From an optimization exercise on the open Yosys and OpenROAD flow, aimed at small area, a short achievable clock period and few clock cycles per item; shortcuts taken in it are not production practice. At most, simulation tests tie the RTL to the original design; equivalence was not proved. For runs 1 to 5 and 7, only the layout was checked, not whether the RTL still works.

==> design.v <==
module gcd_multilane #(
    parameter int width_p = 32,
    parameter int els_p   = 4
) (
    input  logic                       clk_i,
    input  logic                       reset_i,
    input  logic [2*width_p-1:0]       data_i,
    input  logic                       v_i,
    output logic                       ready_o,
    output logic [width_p-1:0]         data_o,
    output logic                       v_o,
    input  logic                       yumi_i,
    output logic [$clog2(els_p+1)-1:0] count_o
);
    localparam int sh_w   = $clog2(width_p);
    localparam int max_sh = 7;
    function automatic logic [sh_w:0] ctz(input logic [width_p-1:0] x);
        logic [width_p-1:0]           v;
        logic [width_p-1:0][sh_w-1:0] c;
        for (int i = 0; i < width_p; i++) begin
            v[i] = x[i];
            c[i] = '0;
        end
        for (int l = 0; l < sh_w; l++) begin
            for (int i = 0; i < (width_p >> (l + 1)); i++) begin
                c[i] = v[2*i] ? c[2*i] : (c[2*i+1] | sh_w'(1 << l));
                v[i] = v[2*i] | v[2*i+1];
            end
        end
        ctz = {!v[0], c[0]};
    endfunction
    logic                busy_q;
    logic                first_q;    
    logic                fin_q;      
    logic [width_p-1:0]  a_q, b_q;
    logic [sh_w-1:0]     k_q;        
    logic                accept, retire, eq, found, k_zero, shift_a;
    logic                v_fin, v_eq;
    assign eq      = (a_q == b_q);
    assign found   = eq && (a_q[0] || (a_q == '0));
    assign k_zero  = (k_q == '0);
    assign shift_a = busy_q && !k_zero && (fin_q || found);
    assign ready_o = !reset_i && !busy_q;
    assign v_fin   = busy_q && k_zero && fin_q;
    assign v_eq    = busy_q && k_zero && (a_q[0] || (a_q == '0));
    assign v_o     = v_fin || (v_eq && eq);
    assign data_o  = a_q;
    assign count_o = {{($clog2(els_p+1)-1){1'b0}}, busy_q};
    assign accept  = v_i && ready_o;
    assign retire  = yumi_i && v_o;
    logic [width_p-1:0]  g, p, gg, pp, g2, p2;
    logic [width_p-1:0]  diff, below, absd, a_step, b_step;
    logic                neg, z_ab;
    logic [sh_w-1:0]     k_new;
    logic [max_sh:0]     x_lo;
    logic [2:0]          sh;
    always_comb begin
        g  = a_q & ~b_q;
        p  = ~(a_q ^ b_q);
        gg = g;
        pp = p;
        gg[0] = g[0] | p[0];      
        for (int l = 1; l < width_p; l = l * 2) begin
            g2 = gg;
            p2 = pp;
            for (int i = 0; i < width_p; i++) begin
                if ((i / l) % 2 == 1) begin
                    g2[i] = gg[i] | (pp[i] & gg[(i / l) * l - 1]);
                    p2[i] = pp[i] & pp[(i / l) * l - 1];
                end
            end
            gg = g2;
            pp = p2;
        end
        diff[0]  = ~p[0];
        below[0] = 1'b0;
        for (int i = 1; i < width_p; i++) begin
            diff[i]  = p[i] ^ gg[i-1];
            below[i] = ~pp[i-1];
        end
        neg  = ~gg[width_p-1];
        absd = diff ^ ({width_p{neg}} & below);
        x_lo   = ~p[max_sh:0];
        sh     = 3'(ctz({{(width_p-max_sh-1){1'b0}}, x_lo}));
        b_step = absd >> sh;
        if (!a_q[0])         a_step = b_q;
        else if (!b_q[0])    a_step = a_q;
        else if (neg)        a_step = a_q;
        else                 a_step = b_q;
        {z_ab, k_new} = ctz(a_q | b_q);
    end
    always_ff @(posedge clk_i) begin
        if (reset_i) begin
            busy_q <= 1'b0;
        end else if (accept) begin
            busy_q <= 1'b1;
        end else if (retire) begin
            busy_q <= 1'b0;
        end
    end
    always_ff @(posedge clk_i) begin
        if (accept) begin
            a_q     <= data_i[width_p-1:0];
            b_q     <= data_i[2*width_p-1:width_p];
            first_q <= 1'b1;
            fin_q   <= 1'b0;
            k_q     <= '0;
        end else begin
            if (shift_a) begin
                a_q <= a_q << 1;
            end else if (!(fin_q || found)) begin
                a_q <= a_step;
            end
            b_q     <= b_step;
            first_q <= 1'b0;
            fin_q   <= fin_q || found;
            if (first_q && !found) begin
                k_q <= z_ab ? '0 : k_new;
            end else if (shift_a) begin
                k_q <= k_q - 1'b1;
            end
        end
    end
endmodule
==> run.sh <==
#!/bin/bash
# synth_recipe.tcl (not shown) runs the flow's synth.tcl, then flattens the netlist and writes it again
# the make line also repeats each setting of config.mk as NAME=value (left out here)
make -C /OpenROAD-flow-scripts/flow DESIGN_CONFIG=/design/flow/config.mk WORK_HOME=/design/flow/orfs CLKGATE_MAP_FILE= SYNTH_SCRIPT=/design/flow/synth_recipe.tcl finish
==> config.mk <==
export PLATFORM = sky130hd
export DESIGN_NAME = gcd_multilane
export DESIGN_NICKNAME = gcd_multilane
export VERILOG_FILES = /design/flow/design.v
export SDC_FILE = /design/flow/constraint.sdc
export NUM_CORES = 4
export LEC_CHECK = 0
export CAP_MARGIN = 20
export CORE_MARGIN = 2
export CORE_UTILIZATION = 40
export SETUP_SLACK_MARGIN = 4.3
export SLEW_MARGIN = 20
==> constraint.sdc <==
create_clock -name core_clock -period 8.0 [get_ports {clk_i}]
set_input_delay 1.6000 -clock core_clock [delete_from_list [all_inputs] [get_ports {clk_i}]]
set_output_delay 1.6000 -clock core_clock [all_outputs]
set_load 0.01 [all_outputs]
==> qor.yml, run 1 <==
run_status:
  outcome: "complete, no violations"
cts:
  cts_tree: "yes"
  cts_max_level: 3
  root_buffer: "clkbuf_16"
  clk_pin_slew_ps: 60
  clockBufferDepth: 2
  cts_sinks: 72
  insertion_delay_ps: 350
  numCtsBuffers: 9
drt:
  viasPerCell: 6.08
  wl_per_cell_um: 23.1
  drt_first_pass_iters: 6
  drtIter0Drc: 917
  ant_nets: 0
  finalWirelength_mm: 34.9
  num_vias: 9206
  drcViolationCount: 0
grt:
  grt_max_degree: 71
  grt_pass1_vias: 8709
  grt-ovfl-total: 0
  grt_pass1_wl_mm: 50.7
  groute.usage.overall_pct: 33.0
  grt_antenna_before_repair: 1
layout:
  register_area_um2: 1760
  multi_input_comb_area_um2: 6850
  drive_above_1_share_pct: 33.5
  final_nets: 1386
  syn_to_final_growth_pct: 53.7
  fillCellCount: 1631
  final-instance-count-excl-fill: 1514
floorplanning:
  start_util_pct: 41.1
  io_pins: 105
  fp.dieArea_um2: 20500
  core_um2: 18900
  rows: 50
  die_w_um: 143
  fp.dieH_um: 143
synthesis:
  yosysMostFrequentCell: "nor2_1"
  ys_seq_area_share_pct: 22.7
  synth_seq_cells: 72
  syn_inst: 1030
  synth_cell_types: 93
  yosysWarnings: 1
  synth_common_cells: "113 x nor2_1, 112 x nand2_1, 88 x inv_1"
  netlist_area_um2: 7760
  synth_area_per_cell_um2: 7.53
  yosys.area.top_type: "edfxtp_1"
  synth_area_leaders: "edfxtp_1 12%, ha_1 10%, dfxtp_1 10%"
  synth_edf_count: 32
  synth_ff_type: "dfxtp_1"
  synth_top_area_share_pct: 12.4
  ys_async_sr_fraction_pct: 0
critical_path:
  worst_setup_path_end_kind: "primary output"
  crit_path_start_kind: "flop"
  crit_type: "reg2out"
  cp.required_ps: 6400
  crit_path_max_fanout: 5
  cp_data_arrival_time_ps: 2660
timing:
  min_period_over_period_pct: 53.3
  rsz0062_at_grt: "true"
  final.min_clock_period_ps: 4260
  fmax_mhz: 235
  fin_skew_ps: 10.5
  fin_setup_tns_ps: 0
  finalSetupViolCount: 0
  hold_viol_final: 0
  slew_headroom_pct: 39.6
  worst_pin_slew_ps: 903
  slew_violations: 0
placement:
  port_buffers: 102
  place.gp.congestion: 0.924
  dpl.cell_count: 1352
  dp_hpwl_mm: 24.0
hold_path:
  hold_path_class: "reg2reg"
run:
  drv_cap: 0
## kinds of logic (layout without fill, tap and decap cells)
logic type      after synthesis  count (layout)  synth area share (%)
fa+ha+maj                    70              70                  11.8
simple gates                368             369                  23.0
other cells                   1               3                0.0483
mux                           9               9                  1.37
buf+inv                     144             364                  7.56
xor+xnor                     47              47                  5.30
flops                        72              72                  22.7
compound gates              319             320                  28.2
## flip-flops by register name, indices dropped and copies added (netlist names)
signal   cells
a_q         32
b_q         32
busy_q       1
fin_q        1
first_q      1
k_q          5
## routing by layer
| metal | global-route usage (%) | routed length, um | up-vias |
|---|---|---|---|
| met2 | 54.6 | 16100 | 549 |
| met5 | 0 | 0 | - |
| li1 | - | - | 4141 |
| met4 | 16.9 | 2160 | 0 |
| met1 | 40.6 | 13400 | 4352 |
| met3 | 7.01 | 3160 | 164 |
## timing repair
item | in CTS | in global routing
endpoints found under the setup margin | 89 | 69
hold buffers | 0 | 0
pin swaps | 78 | 79
gates resized for setup | 172 | 124
hold endpoints to repair | 0 | 0
cloned | 2 | 0
setup buffers | 106 | 37
## area by class of cell
type	count	area share, %
antenna	1	0.0210
clock buffer	12	1.98
clock inverter	4	0.189
inverter	91	2.91
multi-input combinational	817	57.4
sequential	72	14.8
tap	260	2.73
timing repair buffer	257	20.0
## worst max-delay path: stages, from the launching register on
cell      delay (ps)
edfxtp_1         420
inv_2            100
ha_4             220
or4_4            550
or2b_4           300
nor2_4           140
a31oi_4          110
nand2b_4         170
nor3_4           140
buf_2            160
## metrics by stage
stage | setup WS, ps | util, % | hold slack (ps) | instance area (um2)
floorplan | 4170 | - | 480 | 7870
global placement | 3190 | 48.1 | 504 | 9080
detailed placement | 3180 | 48.2 | 522 | 9100
CTS | 3760 | 58.7 | 521 | 11100
global route | 3690 | 63.1 | 566 | 11900
finish | 3740 | 63.1 | 530 | 11900
## final timing paths
kind            from  slack, ps  cells past startpoint  endpoint
min reg2reg  first_q        530                      2    k_q[4]
max reg2reg  a_q[12]       4000                     16    b_q[9]
min          first_q        530                      2    k_q[4]
max          a_q[21]       3740                      9       v_o
## placed cells by master (no fill, tap or decap), types with 11 or more instances in the layout
cell,n
nand2_1,104
dfxtp_1,38
a21oi_1,69
nand3_1,17
edfxtp_1,32
xnor2_1,21
inv_2,17
o21ai_0,60
buf_4,125
o211ai_1,11
ha_2,14
ha_4,21
nand4_1,17
o21ai_2,12
clkdlybuf4s50_1,99
nor2_2,11
nor2_1,99
inv_1,73
a211oi_2,12
nor3_1,12
xnor2_2,13
a31oi_1,13
buf_6,19
ha_1,30
==> inputs of run 2 (changes only) <==
--- a/config.mk
+++ b/config.mk
@@ -9,4 +9,4 @@
 export CORE_MARGIN = 2
 export CORE_UTILIZATION = 40
-export SETUP_SLACK_MARGIN = 4.3
+export SETUP_SLACK_MARGIN = 3.0
 export SLEW_MARGIN = 20
==> qor.yml, run 2 <==
grt:
  grt_max_degree: 71  # unchanged
  grt_antenna_before_repair: 0  # -1
  groute.usage.overall_pct: 30.2  # -2.8 points
  grt-ovfl-total: 0  # unchanged
  grt_pass1_vias: 7600  # -13%
  grt_pass1_wl_mm: 46.1  # -9.1%
timing:
  finalSetupViolCount: 0  # unchanged
  slew_headroom_pct: 29.6  # -10 points
  fmax_mhz: 205  # -13%
  worst_pin_slew_ps: 1050  # +144 ps
  hold_viol_final: 0  # unchanged
  fin_setup_tns_ps: 0  # unchanged
  rsz0062_at_grt: "false"
  fin_skew_ps: 10.6  # +0.100 ps
  slew_violations: 0  # unchanged
  holdWs_ps: 517  # -13.0 ps
  final.min_clock_period_ps: 4880  # +619 ps
  min_period_over_period_pct: 61.0  # +7.7 points
layout:
  mostFrequentLayoutCell: "nand2_1"
  final_cell_mix: "112 x nand2_1, 111 x nor2_1, 101 x clkdlybuf4s50_1"
  fin_util_pct: 50.2  # -13 points
  drive_above_1_share_pct: 8.92  # -25 points
  register_area_um2: 1760  # -0.14%
  fillCellCount: 1963  # +20%
  syn_to_final_growth_pct: 22.2
  final_nets: 1254  # -9.5%
  antennaDiodeCount: 0  # -1
  multi_input_comb_area_um2: 5530  # -19%
  reg_top3: "a_q x32, b_q x32, k_q x5"
  final_area_um2: 9480  # -20%
cts:
  insertion_delay_ps: 350  # about the same
  cts_tree: "yes"
  root_buffer: "clkbuf_16"
  cts_sinks: 72  # unchanged
  numCtsBuffers: 9  # unchanged
  clockBufferDepth: 2  # unchanged
  clk_pin_slew_ps: 60  # about the same
  cts_hold_buf: 0  # unchanged
  cts_max_level: 3  # unchanged
floorplanning:
  die_w_um: 143  # unchanged
  core_um2: 18900  # unchanged
  start_util_pct: 41.1  # unchanged
  fp.dieH_um: 143  # unchanged
  io_pins: 105  # unchanged
  rows: 50  # unchanged
  fp.dieArea_um2: 20500  # unchanged
run_status:
  outcome: "complete, no violations"
synthesis:
  synth_compound_area_share_pct: 28.2  # unchanged
  synth_top_area_share_pct: 12.4  # unchanged
  yosysMostFrequentCell: "nor2_1"
  ys_seq_area_share_pct: 22.7  # unchanged
  synth_cell_types: 93  # unchanged
  muxShareOfSynthArea_pct: 1.37  # unchanged
  syn_inst: 1030  # unchanged
  synth_seq_cells: 72  # unchanged
  yosys.area.top_type: "edfxtp_1"
  synth_top_family_by_area: "compound AO/OA/AOI/OAI gates"
  yosysWarnings: 1  # unchanged
  synth_area_leaders: "edfxtp_1 12%, ha_1 10%, dfxtp_1 10%"
  synth_xor_xnor_area_share_pct: 5.30  # unchanged
  synth_ff_type: "dfxtp_1"
  synth_area_per_cell_um2: 7.53  # unchanged
  synthSimpleGateAreaFrac_pct: 23.0  # unchanged
  netlist_area_um2: 7760  # unchanged
  synth_adder_area_share_pct: 11.8  # unchanged
  synth_common_cells: "113 x nor2_1, 112 x nand2_1, 88 x inv_1"
  ys_async_sr_fraction_pct: 0  # unchanged
  synth_edf_count: 32  # unchanged
critical_path:
  crit_buf_inv: 1  # -1
  crit_start: "a_q[29]"
  crit_path_frequent_cell: "nor3_1"
  slowest_delay_ps: 580  # +30 ps
  cp.required_ps: 8150  # +1750 ps
  worst_setup_path_end_kind: "flop"
  crit_type: "reg2reg"
  crit_path_max_fanout: 12  # +7
  crit_path_start_kind: "flop"
  cp_top_family: "compound AO/OA/AOI/OAI gates"
  cp_slowest_cell: "nor3_1"
  cp_data_arrival_time_ps: 5030  # +2370 ps
  path_cells: "inv_1 > ha_1 > nor3_1 > nand2b_4 > nor3_1 > o31a_2 > nor2_4 > a221o_1 > o311ai_0 > xor2_1 > nand2_1 > a41oi_1 > o21ai_0"
  r2r-start: "a_q[29]"
drt:
  drt_first_pass_iters: 5  # -1
  drtIter0Drc: 893  # -2.6%
  finalWirelength_mm: 31.2  # -11%
  viasPerCell: 5.97  # -1.8%
  wl_per_cell_um: 22.6  # -1.9%
  ant_nets: 0  # unchanged
  drcViolationCount: 0  # unchanged
  num_vias: 8246  # -10%
hold_path:
  hold_path_class: "reg2reg"
  min_from: "busy_q"
placement:
  placed_area_um2: 8970  # -1.4%
  dp_hpwl_mm: 23.9  # -0.31%
  place.gp.congestion: 0.956  # +3.5%
  port_buffers: 102  # unchanged
run:
  drv_cap: 0  # unchanged
## run 2: cell types whose count changed in the layout (fill, tap and decap cells not counted), moves of 13 or more
cell / delta
buf_4: -101
buf_6: -18
ha_1: +33
ha_4: -21
inv_1: +14
inv_2: -13
o21ai_0: +18
xnor2_1: +13
xnor2_2: -13
## run 2: path summary, 6_finish.rpt
| check | to | slack, ps | cells past startpoint |
|---|---|---|---|
| worst min-delay path | busy_q | 520 | 2 |
| worst max-delay path | b_q[26] | 3120 | 13 |
| worst max register to register | b_q[26] | 3120 | 13 |
| worst min register to register | busy_q | 520 | 2 |
## run 2: what timing repair did
action                                  4_1_cts  5_1_grt
setup buffers                                11        4
endpoints found under the setup margin        2        5
pin swaps                                     4        1
gates resized for setup                      16        1
## run 2: area by class of cell
class                   instances  area share, %
clock buffers                  10           2.41
clock inverters                 6          0.884
inverters                      91           3.60
multi-input cells             815           58.3
flip-flops and latches         72           18.6
well taps                     260           3.43
repair buffers                127           12.8
## run 2: routing by layer
layer | GRT usage [%] | wire length, um
met2 | 50.2 | 14600
met1 | 40.2 | 13400
met5 | 0 | 0
met4 | 11.1 | 1080
met3 | 3.76 | 2190
## run 2: logic make-up (layout without fill, tap and decap cells)
| kind of cell | count (synthesis) | after routing |
|---|---|---|
| fa+ha+maj | 70 | 70 |
| mux | 9 | 9 |
| flops | 72 | 72 |
| simple gates | 368 | 368 |
| compound gates | 319 | 319 |
| buf+inv | 144 | 234 |
| xor+xnor | 47 | 47 |
| other cells | 1 | 2 |
## run 2: tightest hold or removal path, cell delays in order, from the launching register on
cell      delay (ps)
dfxtp_1          340
nand3b_1          90
nand2_1           50
## run 2: per-stage QoR
stage	std cells	setup WS, ps
4_1_cts	1377	3180
3_5_place_dp	1350	2750
2_1_floorplan	1031	3830
3_3_place_gp	1350	2830
5_1_grt	1381	3020
6_report	1381	3120
==> inputs of run 3 (changes only) <==
--- a/design.v
+++ b/design.v
@@ -36,5 +36,4 @@
     logic [sh_w-1:0]     k_q;        
     logic                accept, retire, eq, found, k_zero, shift_a;
-    logic                v_fin, v_eq;
     assign eq      = (a_q == b_q);
     assign found   = eq && (a_q[0] || (a_q == '0));
@@ -42,7 +41,5 @@
     assign shift_a = busy_q && !k_zero && (fin_q || found);
     assign ready_o = !reset_i && !busy_q;
-    assign v_fin   = busy_q && k_zero && fin_q;
-    assign v_eq    = busy_q && k_zero && (a_q[0] || (a_q == '0));
-    assign v_o     = v_fin || (v_eq && eq);
+    assign v_o     = busy_q && k_zero && fin_q;
     assign data_o  = a_q;
     assign count_o = {{($clog2(els_p+1)-1){1'b0}}, busy_q};
@@ -50,6 +47,7 @@
     assign retire  = yumi_i && v_o;
     logic [width_p-1:0]  g, p, gg, pp, g2, p2;
-    logic [width_p-1:0]  diff, below, absd, a_step, b_step;
-    logic                neg, z_ab;
+    logic [width_p-1:0]  diff, below, flip, a_step, b_step;
+    logic [width_p+max_sh-1:0] ext;
+    logic                neg, z_ab, over;
     logic [sh_w-1:0]     k_new;
     logic [max_sh:0]     x_lo;
@@ -80,8 +78,13 @@
         end
         neg  = ~gg[width_p-1];
-        absd = diff ^ ({width_p{neg}} & below);
         x_lo   = ~p[max_sh:0];
         sh     = 3'(ctz({{(width_p-max_sh-1){1'b0}}, x_lo}));
-        b_step = absd >> sh;
+        over   = (x_lo == '0);
+        for (int i = 0; i < width_p; i++) begin
+            flip[i] = (i != 0) && (!over || (i + max_sh >= width_p) ||
+                                   below[(i + max_sh) % width_p]);
+        end
+        ext    = {{max_sh{neg}}, diff} >> sh;
+        b_step = ext[width_p-1:0] ^ ({width_p{neg}} & flip);
         if (!a_q[0])         a_step = b_q;
         else if (!b_q[0])    a_step = a_q;
--- a/config.mk
+++ b/config.mk
@@ -9,4 +9,4 @@
 export CORE_MARGIN = 2
 export CORE_UTILIZATION = 40
-export SETUP_SLACK_MARGIN = 3.0
+export SETUP_SLACK_MARGIN = 4.0
 export SLEW_MARGIN = 20
==> qor.yml, run 3 <==
synthesis:
  yosys.area.top_type: "edfxtp_1"
  synth_seq_cells: 72  # unchanged
  synth_compound_area_share_pct: 24.0  # -4.3 points
  ys_seq_area_share_pct: 21.9  # -0.80 points
  synth_adder_area_share_pct: 11.4  # -0.42 points
  muxShareOfSynthArea_pct: 8.46  # +7.1 points
  ys_async_sr_fraction_pct: 0  # unchanged
  synth_area_leaders: "edfxtp_1 12%, ha_1 10%, dfxtp_1 10%"
  synth_cell_types: 83  # -11%
  synth_top_area_share_pct: 11.9  # -0.44 points
  netlist_area_um2: 8050  # +3.7%
  synth_common_cells: "123 x nand2_1, 96 x inv_1, 94 x o21ai_0"
  syn_inst: 1061  # +3.0%
  yosysWarnings: 1  # unchanged
  synthSimpleGateAreaFrac_pct: 22.0  # -0.96 points
  yosysMostFrequentCell: "nand2_1"
  synth_area_per_cell_um2: 7.58  # +0.65%
  synth_edf_count: 32  # unchanged
  synth_xor_xnor_area_share_pct: 4.35  # -0.95 points
  synth_top_family_by_area: "compound AO/OA/AOI/OAI gates"
  synth_ff_type: "dfxtp_1"
grt:
  grt_antenna_before_repair: 0  # unchanged
  grt_pass1_vias: 7753  # +2.0%
  groute.usage.overall_pct: 27.6  # -2.7 points
  grt_max_degree: 67  # -5.6%
  grt-ovfl-total: 0  # unchanged
  grt_pass1_wl_mm: 45.7  # -0.75%
cts:
  clockBufferDepth: 2  # unchanged
  cts_sinks: 72  # unchanged
  insertion_delay_ps: 360  # about the same
  cts_max_level: 3  # unchanged
  numCtsBuffers: 9  # unchanged
  root_buffer: "clkbuf_16"
  clk_pin_slew_ps: 60  # about the same
  cts_tree: "yes"
critical_path:
  reg2reg_depth: 11  # -2
  crit_start: "a_q[12]"
  r2r-start: "a_q[12]"
  crit_path_max_fanout: 9  # -3
  crit_type: "reg2reg"
  timing.rr.end: "b_q[22]"
  worst_setup_path_end_kind: "flop"
  endpoint: "b_q[22]"
  cp.required_ps: 8230  # +80 ps
  cp_data_arrival_time_ps: 4120  # -910 ps
  crit_path_start_kind: "flop"
  r2r_slack_ps: 4110  # +990 ps
timing:
  worst_pin_slew_ps: 924  # -122 ps
  fin_setup_tns_ps: 0  # unchanged
  rsz0062_at_grt: "true"
  hold_viol_final: 0  # unchanged
  final.min_clock_period_ps: 3890  # -991 ps
  fin_skew_ps: 18.5  # +7.98 ps
  slew_violations: 0  # unchanged
  slew_headroom_pct: 37.9  # +8.3 points
  fmax_mhz: 257  # +25%
  min_period_over_period_pct: 48.6  # -12 points
  holdWs_ps: 592  # +75.1 ps
  finalSetupViolCount: 0  # unchanged
run:
  drv_cap: 0  # unchanged
placement:
  placed_area_um2: 9290  # +3.5%
  dpl.cell_count: 1375  # +1.9%
  dp_hpwl_mm: 21.9  # -8.6%
  port_buffers: 102  # unchanged
  place.gp.congestion: 0.910  # -4.8%
floorplanning:
  die_w_um: 146  # +1.8%
  core_um2: 19600  # +3.7%
  start_util_pct: 41.1  # about the same
  fp.dieArea_um2: 21300  # +3.6%
  fp.dieH_um: 146  # +1.8%
  rows: 51  # +2.0%
  io_pins: 105  # unchanged
drt:
  ant_nets: 0  # unchanged
  drtIter0Drc: 934  # +4.6%
  finalWirelength_mm: 30.3  # -3.1%
  num_vias: 8518  # +3.3%
  wl_per_cell_um: 21.0  # -7.1%
  drt_first_pass_iters: 6  # +1
  drcViolationCount: 0  # unchanged
  viasPerCell: 5.92  # -0.93%
layout:
  antennaDiodeCount: 0  # unchanged
  reg_top3: "a_q x32, b_q x32, k_q x5"
  final_area_um2: 10400  # +9.3%
  drive_above_1_share_pct: 13.8  # +4.9 points
  syn_to_final_growth_pct: 28.8
  fillCellCount: 1923  # -2.0%
  final_nets: 1308  # +4.3%
  final_cell_mix: "123 x nand2_1, 101 x clkdlybuf4s50_1, 92 x o21ai_0"
  final-instance-count-excl-fill: 1440  # +4.3%
  mostFrequentLayoutCell: "nand2_1"
run_status:
  outcome: "complete, no violations"
hold_path:
  hold_path_class: "reg2reg"
-- run 3: changes by cell type after synthesis, sizes merged, moves of 11 or more --
cell | before | now
a21oi | 81 | 44
mux2i | 5 | 59
nand2 | 113 | 124
nor2 | 116 | 75
nor3 | 19 | 42
o21ai | 83 | 99
xnor2 | 34 | 22
-- run 3: logic make-up after synthesis --
group / after synthesis
AND/OR/NAND/NOR: 363
AO/OA/AOI/OAI: 289
buffers and inverters: 159
flip-flops: 72
adder cells (fa/ha/maj): 70
multiplexers: 67
XOR/XNOR: 40
other: 1
-- run 3: cell type report --
| type | count | area (um2) | share of cell area (%) |
|---|---|---|---|
| Clock buffer | 9 | 225 | 2.17 |
| Clock inverter | 7 | 93.8 | 0.906 |
| Inverter | 97 | 369 | 3.56 |
| Multi-Input combinational cell | 833 | 6010 | 58.0 |
| Sequential cell | 72 | 1760 | 17.0 |
| Tap cell | 265 | 332 | 3.20 |
| Timing Repair Buffer | 157 | 1570 | 15.1 |
-- run 3: per-stage QoR --
step | util, % | worst slack [ps]
3_3_place_gp | 47.4 | 2910
2_1_floorplan | - | 4010
5_1_grt | 52.9 | 3950
6_report | 52.9 | 4110
3_5_place_dp | 47.4 | 2770
4_1_cts | 51.3 | 4000
-- run 3: critical path, cell delays in order (launching register included) --
cell      delay, ps
edfxtp_1        500
inv_2           120
ha_4            230
or4_4           580
a21oi_2         550
o311ai_0        350
and3_1          300
mux2_2          290
a211o_1         290
o21ai_0         210
mux2i_1         270
nor3_1           80
-- run 3: worst min-delay path by stage --
stage               startpoint     end  slack (ps)  cells past startpoint
finish                  k_q[1]  k_q[1]         590                      2
floorplan                fin_q   fin_q         540                      2
global placement        k_q[1]  k_q[1]         570                      2
detailed placement      k_q[1]  k_q[1]         580                      2
global route            k_q[1]  k_q[1]         640                      2
CTS                     k_q[1]  k_q[1]         590                      2
-- run 3: routing by layer --
layer / global-route usage (%) / wire (um)
met1: 42.7 / 14500
met2: 38.9 / 12400
met3: 4.45 / 2650
met4: 7.50 / 619
met5: 0 / 0
-- run 3: what timing repair did --
| action | CTS | global route |
|---|---|---|
| buffers inserted | 25 | 20 |
| hold buffers | 0 | 0 |
| cloned | 4 | 0 |
| pin swaps | 11 | 10 |
| gates resized for setup | 29 | 42 |
| setup endpoints to repair | 96 | 95 |
==> inputs of run 4 (changes only) <==
--- a/config.mk
+++ b/config.mk
@@ -9,4 +9,4 @@
 export CORE_MARGIN = 2
 export CORE_UTILIZATION = 40
-export SETUP_SLACK_MARGIN = 4.0
+export SETUP_SLACK_MARGIN = 3.5
 export SLEW_MARGIN = 20
==> qor.yml, run 4 <==
synthesis:
  synth_area_per_cell_um2: 7.58  # unchanged
  yosys.area.top_type: "edfxtp_1"
  ys_async_sr_fraction_pct: 0  # unchanged
  synth_seq_cells: 72  # unchanged
  synthSimpleGateAreaFrac_pct: 22.0  # unchanged
  netlist_area_um2: 8050  # unchanged
  muxShareOfSynthArea_pct: 8.46  # unchanged
  synth_ff_type: "dfxtp_1"
  synth_adder_area_share_pct: 11.4  # unchanged
  syn_inst: 1061  # unchanged
  yosysMostFrequentCell: "nand2_1"
  synth_compound_area_share_pct: 24.0  # unchanged
  yosysWarnings: 1  # unchanged
  synth_edf_count: 32  # unchanged
  synth_top_family_by_area: "compound AO/OA/AOI/OAI gates"
  synth_cell_types: 83  # unchanged
  synth_xor_xnor_area_share_pct: 4.35  # unchanged
  synth_common_cells: "123 x nand2_1, 96 x inv_1, 94 x o21ai_0"
  synth_area_leaders: "edfxtp_1 12%, ha_1 10%, dfxtp_1 10%"
  synth_top_area_share_pct: 11.9  # unchanged
  ys_seq_area_share_pct: 21.9  # unchanged
critical_path:
  crit_path_max_fanout: 9  # unchanged
  path_cells: "inv_1 > ha_1 > nor3_1 > o31a_1 > o31a_2 > nor3_4 > inv_1 > fa_1 > xor2_1 > nor2_1 > a21oi_1 > o311a_1 > a211o_1 > a2bb2oi_1 > xor2_1 > a21oi_1"
  crit_buf_inv: 2  # +1
  slowest_delay_ps: 490  # -90 ps
  cp_top_family: "compound AO/OA/AOI/OAI gates"
  worst_setup_path_end_kind: "flop"
  cp_slowest_cell: "o31a_2"
  crit_type: "reg2reg"
  r2r_slack_ps: 3600  # -510 ps
  cp_data_arrival_time_ps: 4610  # +490 ps
  crit_path_start_kind: "flop"
  cp.required_ps: 8210  # -20 ps
cts:
  clockBufferDepth: 2  # unchanged
  cts_max_level: 3  # unchanged
  cts_tree: "yes"
  numCtsBuffers: 9  # unchanged
  insertion_delay_ps: 350  # about the same
  clk_pin_slew_ps: 60  # about the same
  cts_sinks: 72  # unchanged
  cts_hold_buf: 0  # unchanged
  root_buffer: "clkbuf_16"
drt:
  finalWirelength_mm: 29.2  # -3.6%
  wl_per_cell_um: 20.8  # -1.1%
  drcViolationCount: 0  # unchanged
  viasPerCell: 5.96  # +0.82%
  num_vias: 8373  # -1.7%
  drtIter0Drc: 939  # +0.54%
  drt_first_pass_iters: 5  # -1
  ant_nets: 0  # unchanged
grt:
  grt_max_degree: 63  # -6.0%
  grt_pass1_wl_mm: 44.4  # -2.8%
  grt_pass1_vias: 7589  # -2.1%
  grt-ovfl-total: 0  # unchanged
  groute.usage.overall_pct: 26.6  # -0.96 points
  grt_antenna_before_repair: 0  # unchanged
layout:
  syn_to_final_growth_pct: 21.7
  final_cell_mix: "123 x nand2_1, 102 x clkdlybuf4s50_1, 96 x inv_1"
  fillCellCount: 1969  # +2.4%
  drive_above_1_share_pct: 7.64  # -6.1 points
  mostFrequentLayoutCell: "nand2_1"
  reg_top3: "a_q x32, b_q x32, k_q x5"
  antennaDiodeCount: 0  # unchanged
  final_nets: 1272  # -2.8%
  final_area_um2: 9790  # -5.5%
timing:
  min_period_over_period_pct: 54.9  # +6.3 points
  fmax_mhz: 228  # -12%
  worst_pin_slew_ps: 948  # +23.2 ps
  finalSetupViolCount: 0  # unchanged
  hold_viol_final: 0  # unchanged
  rsz0062_at_grt: "true"
  fin_setup_tns_ps: 0  # unchanged
  fin_skew_ps: 12.6  # -5.92 ps
  slew_headroom_pct: 36.8  # -1.1 points
  slew_violations: 0  # unchanged
  final.min_clock_period_ps: 4400  # +507 ps
floorplanning:
  rows: 51  # unchanged
  die_w_um: 146  # unchanged
  start_util_pct: 41.1  # unchanged
  fp.dieH_um: 146  # unchanged
  core_um2: 19600  # unchanged
  fp.dieArea_um2: 21300  # unchanged
  io_pins: 105  # unchanged
placement:
  dp_hpwl_mm: 22.1  # +0.83%
  place.gp.congestion: 0.904  # -0.68%
  placed_area_um2: 9240  # -0.49%
  port_buffers: 102  # unchanged
run:
  drv_cap: 0  # unchanged
hold_path:
  hold_path_class: "reg2reg"
run_status:
  outcome: "complete, no violations"
[run 4: cell type report]
cell class | count | area (um2) | area share (%)
tap | 265 | 332 | 3.39
sequential | 72 | 1760 | 18.0
inverter | 97 | 365 | 3.73
clock inverter | 7 | 128 | 1.30
multi-input combinational | 832 | 5760 | 58.8
timing repair buffer | 122 | 1220 | 12.5
clock buffer | 9 | 225 | 2.30
[run 4: logic make-up (layout without fill, tap and decap cells)]
| kind of cell | count (synthesis) | count (layout) |
|---|---|---|
| muxes | 67 | 67 |
| adders and majority gates | 70 | 70 |
| and+or+nand+nor | 363 | 363 |
| DFF | 72 | 72 |
| AOI/OAI and AO/OA | 289 | 290 |
| other | 1 | 2 |
| buffers and inverters | 159 | 235 |
| xor gates and xnor gates | 40 | 40 |
[run 4: worst min-delay path, stage by stage, from the launching register on]
cell,delay [ps]
dfxtp_1,320
o21ai_0,160
a21oi_1,70
[run 4: routing by layer]
| metal | GRT usage [%] | vias up | share of wire, % |
|---|---|---|---|
| met5 | 0 | - | 0 |
| met4 | 7.40 | 0 | 1.9 |
| met3 | 3.17 | 25 | 8.0 |
| met2 | 38.3 | 402 | 42 |
| met1 | 41.2 | 3960 | 48 |
| li1 | - | 3986 | - |
[run 4: final timing paths]
path	from	cells after the start	endpoint
min	k_q[1]	2	k_q[1]
max reg2reg	a_q[3]	16	b_q[14]
max	a_q[3]	16	b_q[14]
min reg2reg	k_q[1]	2	k_q[1]
[run 4: repair_timing]
item,CTS,global route
setup buffers,4,6
setup endpoints to repair,73,58
pin swaps,3,2
cloned,2,0
resized for setup,6,13
[run 4: stage by stage]
stage / setup WS (ps) / util, % / cells / hold slack, ps
floorplan: 3860 / - / 1062 / 543
global placement: 2930 / 47.2 / 1376 / 580
detailed placement: 2810 / 47.2 / 1376 / 579
CTS: 3540 / 49.5 / 1398 / 587
global route: 3440 / 50.0 / 1404 / 622
finish: 3600 / 50.0 / 1404 / 595
==> inputs of run 5 (changes only) <==
--- a/config.mk
+++ b/config.mk
@@ -9,4 +9,4 @@
 export CORE_MARGIN = 2
 export CORE_UTILIZATION = 40
-export SETUP_SLACK_MARGIN = 3.5
+export SETUP_SLACK_MARGIN = 4.5
 export SLEW_MARGIN = 20
==> qor.yml, run 5 <==
hold_path:
  holdPathStages: 2  # unchanged
  hold_path_class: "reg2reg"
timing:
  min_period_over_period_pct: 49.2  # -5.7 points
  fin_skew_ps: 6.93  # -5.69 ps
  rsz0062_at_grt: "true"
  final.min_clock_period_ps: 3940  # -459 ps
  fmax_mhz: 254  # +12%
  slew_violations: 0  # unchanged
  holdWs_ps: 600  # +4.99 ps
  fin_setup_tns_ps: 0  # unchanged
  slew_headroom_pct: 24.2  # -13 points
  finalSetupViolCount: 0  # unchanged
  hold_viol_final: 0  # unchanged
  worst_pin_slew_ps: 1130  # +181 ps
grt:
  grt_antenna_before_repair: 0  # unchanged
  grt-ovfl-total: 0  # unchanged
  groute.usage.overall_pct: 29.0  # +2.4 points
  grt_pass1_vias: 8162  # +7.6%
  grt_max_degree: 75  # +19%
  grt_pass1_wl_mm: 48.3  # +8.7%
critical_path:
  reg2reg_depth: 14  # -2
  crit_path_max_fanout: 17  # +8
  cp_data_arrival_time_ps: 4030  # -580 ps
  crit_path_start_kind: "flop"
  worst_setup_path_end_kind: "flop"
  crit_type: "reg2reg"
  cp.required_ps: 8090  # -120 ps
floorplanning:
  core_um2: 19600  # unchanged
  rows: 51  # unchanged
  fp.dieArea_um2: 21300  # unchanged
  io_pins: 105  # unchanged
  die_w_um: 146  # unchanged
  start_util_pct: 41.1  # unchanged
  fp.dieH_um: 146  # unchanged
synthesis:
  synth_common_cells: "123 x nand2_1, 96 x inv_1, 94 x o21ai_0"
  synth_edf_count: 32  # unchanged
  yosys.area.top_type: "edfxtp_1"
  yosysMostFrequentCell: "nand2_1"
  synth_ff_type: "dfxtp_1"
  yosysWarnings: 1  # unchanged
  synth_area_per_cell_um2: 7.58  # unchanged
  netlist_area_um2: 8050  # unchanged
  ys_seq_area_share_pct: 21.9  # unchanged
  ys_async_sr_fraction_pct: 0  # unchanged
  synth_cell_types: 83  # unchanged
  synth_top_area_share_pct: 11.9  # unchanged
  synth_area_leaders: "edfxtp_1 12%, ha_1 10%, dfxtp_1 10%"
  synth_seq_cells: 72  # unchanged
  syn_inst: 1061  # unchanged
drt:
  wl_per_cell_um: 22.0  # +6.1%
  drtIter0Drc: 1171  # +25%
  num_vias: 9134  # +9.1%
  viasPerCell: 6.13  # +2.8%
  finalWirelength_mm: 32.9  # +13%
  drt_first_pass_iters: 5  # unchanged
  drcViolationCount: 0  # unchanged
  ant_nets: 0  # unchanged
cts:
  clockBufferDepth: 2  # unchanged
  cts_tree: "yes"
  cts_sinks: 72  # unchanged
  numCtsBuffers: 9  # unchanged
  root_buffer: "clkbuf_16"
  cts_max_level: 3  # unchanged
  clk_pin_slew_ps: 60  # about the same
  insertion_delay_ps: 350  # about the same
layout:
  final_nets: 1358  # +6.8%
  reg_top3: "a_q x32, b_q x32, k_q x5"
  drive_above_1_share_pct: 23.1  # +15 points
  fillCellCount: 1758  # -11%
  mostFrequentLayoutCell: "nand2_1"
  final_cell_mix: "120 x nand2_1, 99 x clkdlybuf4s50_1, 86 x inv_1"
  syn_to_final_growth_pct: 41.6
  final_area_um2: 11400  # +16%
  antennaDiodeCount: 0  # unchanged
  fin_util_pct: 58.1  # +8.1 points
placement:
  place.gp.congestion: 0.899  # -0.56%
  dp_hpwl_mm: 21.7  # -1.6%
  port_buffers: 102  # unchanged
  placed_area_um2: 9340  # +1.0%
run:
  drv_cap: 0  # unchanged
run_status:
  outcome: "complete, no violations"
run 5: cell families after synthesis:
logic type / synth area share (%)
AND/OR/NAND/NOR: 22.0
AO/OA/AOI/OAI: 24.0
XOR/XNOR: 4.35
multiplexers: 8.46
other: 0.0466
adder cells (fa/ha/maj): 11.4
buffers and inverters: 7.88
flip-flops: 21.9
run 5: cell type report:
type / count / area, um2 / area share [%]
Tap cell: 265 / 332 / 2.91
Sequential cell: 72 / 1770 / 15.5
Timing Repair Buffer: 206 / 2080 / 18.3
Multi-Input combinational cell: 834 / 6510 / 57.1
Inverter: 97 / 380 / 3.34
Clock buffer: 9 / 225 / 1.98
Clock inverter: 7 / 95.1 / 0.835
run 5: per-stage QoR:
stage	std cells	setup slack (ps)
floorplan	1062	4100
global placement	1376	3280
detailed placement	1376	3300
CTS	1456	4140
global route	1490	4000
finish	1490	4060
run 5: routing by layer:
metal / up-vias / track usage (%) / part of all wire [%]
met5: - / 0 / 0
li1: 4169 / - / -
met3: 57 / 4.14 / 9.6
met4: 0 / 10.3 / 3.3
met1: 4383 / 44.1 / 45
met2: 525 / 41.2 / 42
run 5: critical path, cell delays in order, from the launching register on:
cell and delay (ps):
edfxtp_1 430, inv_2 120, ha_4 290, or4_4 560, nor4_4 380, nand2_2 120
or4_4 440, nand3b_1 230, nor2b_4 190, nor3_4 210, buf_6 150, buf_16 120
buf_12 130, mux2i_2 220, o21ai_1 80
run 5: worst paths after layout:
| check | from | endpoint | slack, ps |
|---|---|---|---|
| setup / recovery | a_q[0] | a_q[7] | 4060 |
| hold / removal | b_q[30] | a_q[30] | 600 |
| setup reg to reg | a_q[0] | a_q[7] | 4060 |
| hold reg to reg | b_q[30] | a_q[30] | 600 |
run 5: repair_timing:
item / CTS / global route
gates resized for setup: 119 / 103
buffers inserted: 57 / 31
pin swaps: 24 / 31
cloned: 7 / 3
hold buffers: 0 / 0
setup endpoints to repair: 103 / 101
==> inputs of run 6 (changes only) <==
--- a/design.v
+++ b/design.v
@@ -36,4 +36,5 @@
     logic [sh_w-1:0]     k_q;        
     logic                accept, retire, eq, found, k_zero, shift_a;
+    logic                v_fin, v_eq;
     assign eq      = (a_q == b_q);
     assign found   = eq && (a_q[0] || (a_q == '0));
@@ -41,5 +42,7 @@
     assign shift_a = busy_q && !k_zero && (fin_q || found);
     assign ready_o = !reset_i && !busy_q;
-    assign v_o     = busy_q && k_zero && fin_q;
+    assign v_fin   = busy_q && k_zero && fin_q;
+    assign v_eq    = busy_q && k_zero && (a_q[0] || (a_q == '0));
+    assign v_o     = v_fin || (v_eq && eq);
     assign data_o  = a_q;
     assign count_o = {{($clog2(els_p+1)-1){1'b0}}, busy_q};
--- a/config.mk
+++ b/config.mk
@@ -9,4 +9,4 @@
 export CORE_MARGIN = 2
 export CORE_UTILIZATION = 40
-export SETUP_SLACK_MARGIN = 4.5
+export SETUP_SLACK_MARGIN = 4.0
 export SLEW_MARGIN = 20
==> qor.yml, run 6 <==
run_status:
  outcome: "complete, no violations"
cts:
  insertion_delay_ps: 350  # about the same
  root_buffer: "clkbuf_16"
  cts_sinks: 72  # unchanged
  numCtsBuffers: 9  # unchanged
  clk_pin_slew_ps: 60  # about the same
  cts_max_level: 3  # unchanged
  cts_tree: "yes"
  clockBufferDepth: 2  # unchanged
timing:
  slew_violations: 0  # unchanged
  min_period_over_period_pct: 55.2  # +6.0 points
  slew_headroom_pct: 40.2  # +16 points
  fmax_mhz: 226  # -11%
  rsz0062_at_grt: "true"
  fin_skew_ps: 7.76  # +0.829 ps
  fin_setup_tns_ps: 0  # unchanged
  worst_pin_slew_ps: 886  # -243 ps
  hold_viol_final: 0  # unchanged
  finalSetupViolCount: 0  # unchanged
  holdWs_ps: 580  # -20.4 ps
  final.min_clock_period_ps: 4420  # +481 ps
floorplanning:
  start_util_pct: 40.9  # -0.13 points
  rows: 51  # unchanged
  core_um2: 19500  # -0.33%
  fp.dieH_um: 145  # -0.32%
  fp.dieArea_um2: 21100  # -0.64%
  io_pins: 105  # unchanged
  die_w_um: 145  # -0.32%
critical_path:
  r2r-start: "a_q[0]"
  crit_path_max_fanout: 3  # -14
  worst_setup_path_end_kind: "primary output"
  reg2reg_depth: 16  # +2
  cp.required_ps: 6400  # -1690 ps
  cp_data_arrival_time_ps: 2820  # -1210 ps
  crit_path_start_kind: "flop"
  timing.rr.end: "b_q[18]"
  crit_type: "reg2out"
  r2r_slack_ps: 4060  # about the same
  crit_start: "a_q[25]"
grt:
  grt_pass1_vias: 7966  # -2.4%
  grt_max_degree: 118  # +57%
  groute.usage.overall_pct: 27.9  # -1.1 points
  grt_antenna_before_repair: 0  # unchanged
  grt-ovfl-total: 0  # unchanged
  grt_pass1_wl_mm: 46.4  # -4.0%
synthesis:
  ys_async_sr_fraction_pct: 0  # unchanged
  netlist_area_um2: 7990  # -0.65%
  synth_ff_type: "dfxtp_1"
  yosys.area.top_type: "edfxtp_1"
  synth_area_per_cell_um2: 7.46  # -1.6%
  synth_common_cells: "120 x nand2_1, 104 x nor2_1, 92 x inv_1"
  syn_inst: 1071  # +0.94%
  synth_area_leaders: "edfxtp_1 12%, ha_1 10%, dfxtp_1 10%"
  synth_cell_types: 91  # +9.6%
  synth_edf_count: 32  # unchanged
  yosysMostFrequentCell: "nand2_1"
  synth_seq_cells: 72  # unchanged
  synth_top_area_share_pct: 12.0  # +0.079 points
  ys_seq_area_share_pct: 22.0  # +0.14 points
  yosysWarnings: 1  # unchanged
drt:
  wl_per_cell_um: 20.5  # -7.1%
  finalWirelength_mm: 29.9  # -9.0%
  drcViolationCount: 0  # unchanged
  viasPerCell: 5.86  # -4.4%
  ant_nets: 0  # unchanged
  num_vias: 8560  # -6.3%
  drt_first_pass_iters: 5  # unchanged
  drtIter0Drc: 960  # -18%
hold_path:
  min_from: "k_q[3]"
  holdPathStages: 2  # unchanged
  hold_path_class: "reg2reg"
  worstHoldEndpoint: "k_q[3]"
layout:
  reg_top3: "a_q x32, b_q x32, k_q x5"
  syn_to_final_growth_pct: 29.3
  drive_above_1_share_pct: 15.0  # -8.1 points
  final_cell_mix: "119 x nand2_1, 103 x nor2_1, 100 x clkdlybuf4s50_1"
  final_nets: 1328  # -2.2%
  mostFrequentLayoutCell: "nand2_1"
  antennaDiodeCount: 0  # unchanged
  fillCellCount: 1885  # +7.2%
run:
  drv_cap: 0  # unchanged
placement:
  place.gp.congestion: 0.936  # +4.1%
  port_buffers: 102  # unchanged
  dp_hpwl_mm: 21.5  # -1.1%
-- run 6: changes by cell type after synthesis, moves of 7 or more --
cell / before / now
a21oi_1: 42 / 79
buf_2: 3 / 11
clkbuf_1: 48 / 40
mux2i_1: 59 / 19
nor2_1: 74 / 104
nor3_1: 41 / 33
nor4_1: 13 / 21
o21ai_0: 94 / 74
or2_2: 11 / 4
or3_1: 5 / 15
xnor2_1: 22 / 30
-- run 6: worst max-delay path by stage --
stage | end | slack [ps]
after floorplan | v_o | 3860
after global placement | v_o | 2800
after detailed placement | v_o | 2750
after CTS | v_o | 3590
after global routing | v_o | 3470
final | v_o | 3580
-- run 6: cell type report --
cell class | count | area [um2] | area share, %
Sequential cell | 72 | 1760 | 17.1
Clock buffer | 11 | 243 | 2.35
Multi-Input combinational cell | 846 | 6050 | 58.5
Inverter | 95 | 358 | 3.46
Timing Repair Buffer | 166 | 1530 | 14.8
Clock inverter | 5 | 56.3 | 0.545
Tap cell | 265 | 332 | 3.21
-- run 6: per-stage QoR --
stage	setup WS (ps)	std cells	cell area, um2	utilization [%]
2_1_floorplan	3860	1072	8090	-
3_3_place_gp	2800	1390	9270	47.5
3_5_place_dp	2750	1390	9270	47.5
4_1_cts	3590	1451	10100	52.0
5_1_grt	3470	1460	10300	52.9
6_report	3580	1460	10300	52.9
-- run 6: logic make-up (layout without fill, tap and decap cells) --
kind of cell	count (synthesis)	after routing	synth area share, %
buffers and inverters	154	277	7.73
DFF	72	72	22.0
and+or+nand+nor	391	391	23.8
adders and majority gates	70	70	11.4
xor gates and xnor gates	45	45	4.93
AOI/OAI and AO/OA	312	312	26.5
muxes	26	26	3.54
other	1	2	0.0469
-- run 6: metal layers --
layer  GRT usage (%)  up-vias  part of all wire, %
met2            41.1      412                   43
met5               0        -                    0
li1                -     4091                    -
met3            3.76       40                  8.1
met1            42.6     4017                   47
met4            7.01        0                  2.0
-- run 6: worst max-delay path: stages (launching register included) --
cell and delay, ps:
edfxtp_1 440, inv_2 100, ha_4 210, or4_4 530, or3_4 370, nor3_4 230, nand3_2 140, nand2b_4 110
nand2_2 70, nor3_4 120, buf_2 150
-- run 6: what timing repair did --
| item | 4_1_cts | 5_1_grt |
|---|---|---|
| endpoints found under the setup margin | 48 | 45 |
| gates cloned | 1 | 0 |
| setup buffers | 44 | 9 |
| hold endpoints to repair | 0 | 0 |
| gates resized for setup | 58 | 24 |
| pin swaps | 17 | 10 |
| hold buffers | 0 | 0 |
Testbench counts of run 6, summed over its fixed seeds: cycles 38,972, items 1,920.
==> inputs of run 7 (changes only) <==
--- a/design.v
+++ b/design.v
@@ -36,5 +36,4 @@
     logic [sh_w-1:0]     k_q;        
     logic                accept, retire, eq, found, k_zero, shift_a;
-    logic                v_fin, v_eq;
     assign eq      = (a_q == b_q);
     assign found   = eq && (a_q[0] || (a_q == '0));
@@ -42,7 +41,5 @@
     assign shift_a = busy_q && !k_zero && (fin_q || found);
     assign ready_o = !reset_i && !busy_q;
-    assign v_fin   = busy_q && k_zero && fin_q;
-    assign v_eq    = busy_q && k_zero && (a_q[0] || (a_q == '0));
-    assign v_o     = v_fin || (v_eq && eq);
+    assign v_o     = busy_q && k_zero && fin_q;
     assign data_o  = a_q;
     assign count_o = {{($clog2(els_p+1)-1){1'b0}}, busy_q};
==> flow/run.sh (new file) <==
#!/bin/bash
# The standard layout, with each port buffered by sky130_fd_sc_hd__buf_1
# instead of the delay-buffer cell buffer_ports picks by default.
set -euo pipefail
export BUFFER_PORTS_ARGS="-buffer_cell sky130_fd_sc_hd__buf_1"
bash standard.sh finish > flow_make.log 2>&1
==> standard.sh (new file) <==
#!/bin/bash
# synth_recipe.tcl (not shown) runs the flow's synth.tcl, then flattens the netlist and writes it again
# the make line also repeats each setting of config.mk as NAME=value (left out here)
make -C /OpenROAD-flow-scripts/flow DESIGN_CONFIG=/design/flow/config.mk WORK_HOME=/design/flow/orfs CLKGATE_MAP_FILE= SYNTH_SCRIPT=/design/flow/synth_recipe.tcl "${@:-finish}"
removed: run.sh
==> qor.yml, run 7 <==
layout:
  syn_to_final_growth_pct: 22.1
  reg_top3: "a_q x32, b_q x32, k_q x5"
  final_cell_mix: "123 x nand2_1, 102 x buf_1, 90 x inv_1"
  drive_above_1_share_pct: 14.0  # -1.0 points
  final_nets: 1314  # -1.1%
  final_area_um2: 9820  # -4.9%
  mostFrequentLayoutCell: "nand2_1"
  antennaDiodeCount: 0  # unchanged
synthesis:
  synth_top_area_share_pct: 11.9  # -0.079 points
  ys_seq_area_share_pct: 21.9  # -0.14 points
  synth_edf_count: 32  # unchanged
  netlist_area_um2: 8050  # +0.66%
  yosysMostFrequentCell: "nand2_1"
  yosysWarnings: 1  # unchanged
  synth_ff_type: "dfxtp_1"
  yosys.area.top_type: "edfxtp_1"
  synth_area_leaders: "edfxtp_1 12%, ha_1 10%, dfxtp_1 10%"
  synth_seq_cells: 72  # unchanged
  synth_common_cells: "123 x nand2_1, 96 x inv_1, 94 x o21ai_0"
  syn_inst: 1061  # -0.93%
  ys_async_sr_fraction_pct: 0  # unchanged
  synth_area_per_cell_um2: 7.58  # +1.6%
  synth_cell_types: 83  # -8.8%
floorplanning:
  fp.dieH_um: 146  # +0.32%
  die_w_um: 146  # +0.32%
  core_um2: 19600  # +0.33%
  io_pins: 105  # unchanged
  rows: 51  # unchanged
  fp.dieArea_um2: 21300  # +0.64%
  start_util_pct: 41.1  # +0.13 points
timing:
  rsz0062_at_grt: "true"
  worst_pin_slew_ps: 876  # -9.72 ps
  hold_viol_final: 0  # unchanged
  slew_violations: 0  # unchanged
  finalSetupViolCount: 0  # unchanged
  final.min_clock_period_ps: 4010  # -407 ps
  fin_skew_ps: 7.72  # -0.0407 ps
  fin_setup_tns_ps: 0  # unchanged
  min_period_over_period_pct: 50.1  # -5.1 points
  slew_headroom_pct: 41.1  # +0.95 points
  fmax_mhz: 249  # +10%
drt:
  drt_first_pass_iters: 5  # unchanged
  finalWirelength_mm: 29.9  # +0.12%
  num_vias: 8698  # +1.6%
  ant_nets: 0  # unchanged
  viasPerCell: 6.02  # +2.6%
  drcViolationCount: 0  # unchanged
  wl_per_cell_um: 20.7  # +1.1%
  drtIter0Drc: 1021  # +6.4%
placement:
  dp_hpwl_mm: 21.1  # -1.8%
  place.gp.congestion: 0.933  # -0.28%
  port_buffers: 102  # unchanged
  placed_area_um2: 8650  # -6.7%
critical_path:
  cp.required_ps: 8050  # +1650 ps
  crit_type: "reg2reg"
  worst_setup_path_end_kind: "flop"
  crit_path_start_kind: "flop"
  cp_data_arrival_time_ps: 4060  # +1240 ps
  crit_path_max_fanout: 7  # +4
grt:
  grt_max_degree: 58  # -51%
  grt_antenna_before_repair: 0  # unchanged
  grt-ovfl-total: 0  # unchanged
  grt_pass1_vias: 7845  # -1.5%
  grt_pass1_wl_mm: 45.1  # -2.8%
  groute.usage.overall_pct: 26.8  # -1.1 points
cts:
  cts_sinks: 72  # unchanged
  cts_hold_buf: 0  # unchanged
  clk_pin_slew_ps: 60  # about the same
  numCtsBuffers: 9  # unchanged
  clockBufferDepth: 2  # unchanged
  cts_tree: "yes"
  root_buffer: "clkbuf_16"
  insertion_delay_ps: 350  # about the same
  cts_max_level: 3  # unchanged
run_status:
  outcome: "complete, no violations"
hold_path:
  hold_path_class: "reg2reg"
run:
  drv_cap: 0  # unchanged
==> run 7: changes by cell type after synthesis, moves of 5 or more <==
cell,previous run,this run
nor3_1,33,41
o21ai_0,74,94
or3_1,15,5
or4_1,3,8
xnor2_1,30,22
o31ai_1,13,18
nor4b_1,0,5
buf_2,11,3
mux2i_1,19,59
or2_2,4,11
nor2_1,104,74
a21oi_1,79,42
nor4_1,21,13
clkbuf_1,40,48
==> run 7: metal layers <==
layer	track usage [%]	routed length (um)
met3	4.39	3000
met5	0	0
met2	37.5	12300
met4	10.0	1120
met1	40.5	13500
==> run 7: area by class of cell <==
| type | instances | area, um2 |
|---|---|---|
| Multi-Input combinational cell | 833 | 6000 |
| Sequential cell | 72 | 1760 |
| Timing Repair Buffer | 163 | 1010 |
| Clock buffer | 9 | 225 |
| Fill cell | 1899 | 9770 |
| Inverter | 97 | 365 |
| Clock inverter | 7 | 119 |
| Tap cell | 265 | 332 |
==> run 7: final timing paths <==
path	slack [ps]	cells after the start	end	from
setup reg to reg	3990	13	a_q[15]	a_q[1]
hold reg to reg	620	2	a_q[26]	b_q[26]
hold / removal	620	2	a_q[26]	b_q[26]
setup / recovery	3990	13	a_q[15]	a_q[1]
==> run 7: critical path: stages, from the launching register on <==
cell and delay (ps):
edfxtp_1 470, inv_2 100, ha_2 320, or4_4 540
nor4_4 340, nand2_2 130, or4_4 510, nand3b_1 210
nor2b_4 170, nor3_4 240, buf_6 150, buf_12 140
mux2i_2 240, o21ai_0 130
==> run 7: cells by family after synthesis <==
kind of cell | Yosys count | share of synthesized area (%)
xor+xnor | 40 | 4.35
compound gates | 289 | 24.0
fa+ha+maj | 70 | 11.4
mux | 67 | 8.46
other cells | 1 | 0.0466
simple gates | 363 | 22.0
buf+inv | 159 | 7.88
flops | 72 | 21.9
==> run 7: per-stage QoR <==
step	util (%)	std cells	hold WS (ps)	worst slack [ps]
2_1_floorplan	-	1062	542	4010
3_3_place_gp	44.1	1375	587	2520
3_5_place_dp	44.1	1375	585	2410
4_1_cts	48.4	1423	608	4000
5_1_grt	50.1	1446	641	3910
6_report	50.1	1446	623	3990
==> run 7: what timing repair did <==
item	CTS	global route
gates cloned	4	2
pin swaps	11	12
buffers inserted	28	21
endpoints found under the setup margin	91	92
gates resized for setup	33	37
==> inputs of run 8 (changes only) <==
--- a/design.v
+++ b/design.v
@@ -39,5 +39,5 @@
     assign found   = eq && (a_q[0] || (a_q == '0));
     assign k_zero  = (k_q == '0);
-    assign shift_a = busy_q && !k_zero && (fin_q || found);
+    assign shift_a = !k_zero && fin_q;
     assign ready_o = !reset_i && !busy_q;
     assign v_o     = busy_q && k_zero && fin_q;
@@ -112,5 +112,5 @@
             if (shift_a) begin
                 a_q <= a_q << 1;
-            end else if (!(fin_q || found)) begin
+            end else if (!fin_q) begin
                 a_q <= a_step;
             end
==> qor.yml, run 8 <==
run_status:
  outcome: "complete, no violations"
run:
  drv_cap: 0  # unchanged
synthesis:
  synth_common_cells: "121 x nand2_1, 102 x nor2_1, 94 x inv_1"
  yosys.area.top_type: "edfxtp_1"
  yosysWarnings: 1  # unchanged
  synth_cell_types: 86  # +3.6%
  netlist_area_um2: 7970  # -1.0%
  synth_top_area_share_pct: 12.1  # +0.12 points
  yosysMostFrequentCell: "nand2_1"
  synth_area_per_cell_um2: 7.37  # -2.8%
  synth_area_leaders: "edfxtp_1 12%, ha_1 10%, dfxtp_1 10%"
  ys_seq_area_share_pct: 22.1  # +0.22 points
  synth_edf_count: 32  # unchanged
  synth_ff_type: "dfxtp_1"
  syn_inst: 1081  # +1.9%
  synth_seq_cells: 72  # unchanged
  ys_async_sr_fraction_pct: 0  # unchanged
critical_path:
  crit_type: "reg2reg"
  crit_path_max_fanout: 5  # -2
  cp_slowest_cell: "o41a_4"
  cp_data_arrival_time_ps: 4130  # +70 ps
  slowest_delay_ps: 540  # about the same
  timing.rr.end: "b_q[17]"
  r2r-start: "a_q[0]"
  crit_path_start_kind: "flop"
  reg2reg_depth: 16  # +3
  r2r_slack_ps: 4080  # +90 ps
  crit_path_frequent_cell: "inv_2"
  cp.required_ps: 8220  # +170 ps
  path_cells: "inv_2 > ha_1 > fa_2 > nor3_2 > o31a_1 > o41a_4 > nor2_4 > inv_2 > fa_1 > xnor2_2 > nand2_1 > nor4bb_4 > a211oi_1 > o21bai_1 > xnor2_1 > a21oi_1"
  worst_setup_path_end_kind: "flop"
cts:
  cts_tree: "yes"
  cts_hold_buf: 0  # unchanged
  clockBufferDepth: 2  # unchanged
  root_buffer: "clkbuf_16"
  numCtsBuffers: 9  # unchanged
  clk_pin_slew_ps: 70  # about the same
  cts_sinks: 72  # unchanged
  insertion_delay_ps: 350  # about the same
  cts_max_level: 3  # unchanged
timing:
  final.min_clock_period_ps: 3920  # -92.4 ps
  slew_violations: 0  # unchanged
  holdWs_ps: 518  # -105 ps
  min_period_over_period_pct: 49.0  # -1.2 points
  finalSetupViolCount: 0  # unchanged
  rsz0062_at_grt: "true"
  worst_pin_slew_ps: 1180  # +305 ps
  fmax_mhz: 255  # +2.4%
  slew_headroom_pct: 20.6  # -20 points
  fin_skew_ps: 7.81  # +0.0911 ps
  hold_viol_final: 0  # unchanged
  setup_slack_ps: 4080  # +92.4 ps
  fin_setup_tns_ps: 0  # unchanged
placement:
  port_buffers: 102  # unchanged
  dp_hpwl_mm: 20.4  # -3.4%
  pre_cts_slack_ps: 3710  # +1300 ps
  place.gp.congestion: 0.935  # +0.18%
grt:
  grt_antenna_before_repair: 0  # unchanged
  grt-ovfl-total: 0  # unchanged
  grt_pass1_wl_mm: 41.9  # -7.1%
  grt_pass1_vias: 7603  # -3.1%
  groute.usage.overall_pct: 24.9  # -1.8 points
  grt_max_degree: 71  # +22%
layout:
  fillCellCount: 2052  # +8.1%
  reg_top3: "a_q x32, b_q x32, k_q x5"
  antennaDiodeCount: 0  # unchanged
  syn_to_final_growth_pct: 15.3
  final_cell_mix: "120 x nand2_1, 102 x buf_1, 100 x nor2_1"
  final_nets: 1301  # -0.99%
  drive_above_1_share_pct: 9.59  # -4.4 points
  mostFrequentLayoutCell: "nand2_1"
floorplanning:
  fp.dieH_um: 145  # -0.49%
  io_pins: 105  # unchanged
  core_um2: 19500  # -0.33%
  start_util_pct: 40.8  # -0.28 points
  die_w_um: 145  # -0.49%
  fp.dieArea_um2: 21100  # -0.97%
  rows: 51  # unchanged
drt:
  drtIter0Drc: 719  # -30%
  wl_per_cell_um: 19.3  # -6.9%
  drt_first_pass_iters: 7  # +2
  num_vias: 8283  # -4.8%
  drcViolationCount: 0  # unchanged
  finalWirelength_mm: 27.6  # -7.7%
  viasPerCell: 5.78  # -3.9%
  ant_nets: 0  # unchanged
hold_path:
  hold_path_class: "reg2reg"
  min_from: "busy_q"
  holdPathStages: 2  # unchanged
  worstHoldEndpoint: "busy_q"
[run 8: changes by cell type after synthesis, sizes merged, moves of 8 or more]
cell | previous run | this run
mux2i | 59 | 23
nor4 | 14 | 25
a211oi | 16 | 8
o21ai | 99 | 85
nor2 | 75 | 103
a21oi | 44 | 88
[run 8: critical path: cells and delay by family, from the launching register on]
kind / cells / cell delay [ps]
AND/OR/NAND/NOR: 4 / 510
flip-flops: 1 / 420
adder cells (fa/ha/maj): 3 / 810
buffers and inverters: 2 / 210
XOR/XNOR: 2 / 370
AO/OA/AOI/OAI: 5 / 1450
[run 8: logic make-up after synthesis]
family          Yosys count  share of synthesized area [%]
simple gates            401                           24.3
compound gates          310                           26.2
buf+inv                 159                           7.81
flops                    72                           22.1
fa+ha+maj                70                           11.5
xor+xnor                 39                           4.29
mux                      29                           3.74
other cells               1                         0.0471
[run 8: cell type report]
class	count	area, um2	share of cell area, %
repair buffers	133	628	6.84
inverters	95	358	3.90
well taps	265	332	3.61
clock buffers	11	275	3.00
flip-flops and latches	72	1760	19.2
multi-input cells	852	5800	63.1
clock inverters	5	33.8	0.368
[run 8: how the worst max path moves through the flow]
| stage | startpoint | end | slack (ps) | cells after the start |
|---|---|---|---|---|
| after floorplan | a_q[0] | a_q[10] | 4270 | 12 |
| after global placement | a_q[21] | a_q[16] | 3820 | 10 |
| after detailed placement | a_q[2] | a_q[18] | 3710 | 10 |
| after CTS | a_q[6] | b_q[23] | 4010 | 12 |
| after global routing | a_q[18] | b_q[23] | 3870 | 12 |
| final | a_q[0] | b_q[17] | 4080 | 16 |
[run 8: metrics by stage]
step | cells | cell area (um2) | utilization, %
after floorplan | 1082 | 7970 | -
after global placement | 1397 | 8530 | 43.7
after detailed placement | 1397 | 8530 | 43.7
after CTS | 1413 | 8890 | 45.5
after global routing | 1433 | 9190 | 47.0
final | 1433 | 9190 | 47.0
[run 8: layer usage]
metal  share of wire (%)  up-vias  wire [um]  track usage, %
met5                   0        -          0               0
met4                 3.4        0        944            8.97
met3                 7.4       58       2050            4.53
met2                  44      346      12200            39.7
met1                  45     3823      12400            33.8
li1                    -     4056          -               -
[run 8: repair_timing]
action,4_1_cts,5_1_grt
setup buffers,0,19
gates resized for setup,7,30
pin swaps,0,9
endpoints found under the hold margin,0,0
endpoints found under the setup margin,35,59
cloned,0,1
Testbench counts of run 8, summed over its fixed seeds: cycles 40,892, items 1,920.

[afterwards: timing with drivers on the ports]
The results above use ideal ports. As a check the final layouts listed here were re-extracted and re-timed, cells and wires unchanged.
Step 1 (the two cells are an assumption about what drives the block):
set clk [get_ports {clk_i}]
set_driving_cell -lib_cell sky130_fd_sc_hd__clkbuf_16 $clk
set_driving_cell -lib_cell sky130_fd_sc_hd__buf_2 [delete_from_list [all_inputs] $clk]
Step 2 moves the port delays by t, midway between the first and last clock arrival at a register: inputs arrive t later, outputs are due t later. That takes back most of the time a late clock gives input paths.
Slacks: ideal ports / drivers / drivers and shift; pairs: ideal ports / drivers.
| run | t, ns | slack for setup (ns) | latest minus earliest clock arrival (ns) | slew at the worst register clock pin (ns) |
|---|---|---|---|---|
| run 1 | 0.390 | 3.740 / 3.695 / 3.998 | 0.010 / 0.011 | 0.06 / 0.06 |
| run 2 | 0.395 | 3.121 / 3.121 / 3.121 | 0.011 / 0.010 | 0.07 / 0.07 |
| run 3 | 0.391 | 4.112 / 4.091 / 3.912 | 0.019 / 0.018 | 0.08 / 0.08 |
| run 4 | 0.386 | 3.604 / 3.604 / 3.452 | 0.012 / 0.013 | 0.07 / 0.07 |
| run 5 | 0.386 | 4.063 / 4.063 / 4.063 | 0.007 / 0.007 | 0.06 / 0.06 |
| run 6 | 0.387 | 3.582 / 3.539 / 3.926 | 0.008 / 0.008 | 0.07 / 0.07 |
| run 7 | 0.387 | 3.989 / 3.989 / 3.989 | 0.008 / 0.008 | 0.07 / 0.07 |
| run 8 | 0.398 | 4.082 / 4.082 / 3.893 | 0.008 / 0.007 | 0.07 / 0.07 |
After both steps setup and hold are still met in every run listed. For run 3, which loses most, drivers alone change the setup slack by -0.021 ns; drivers and shift together by -0.200 ns.
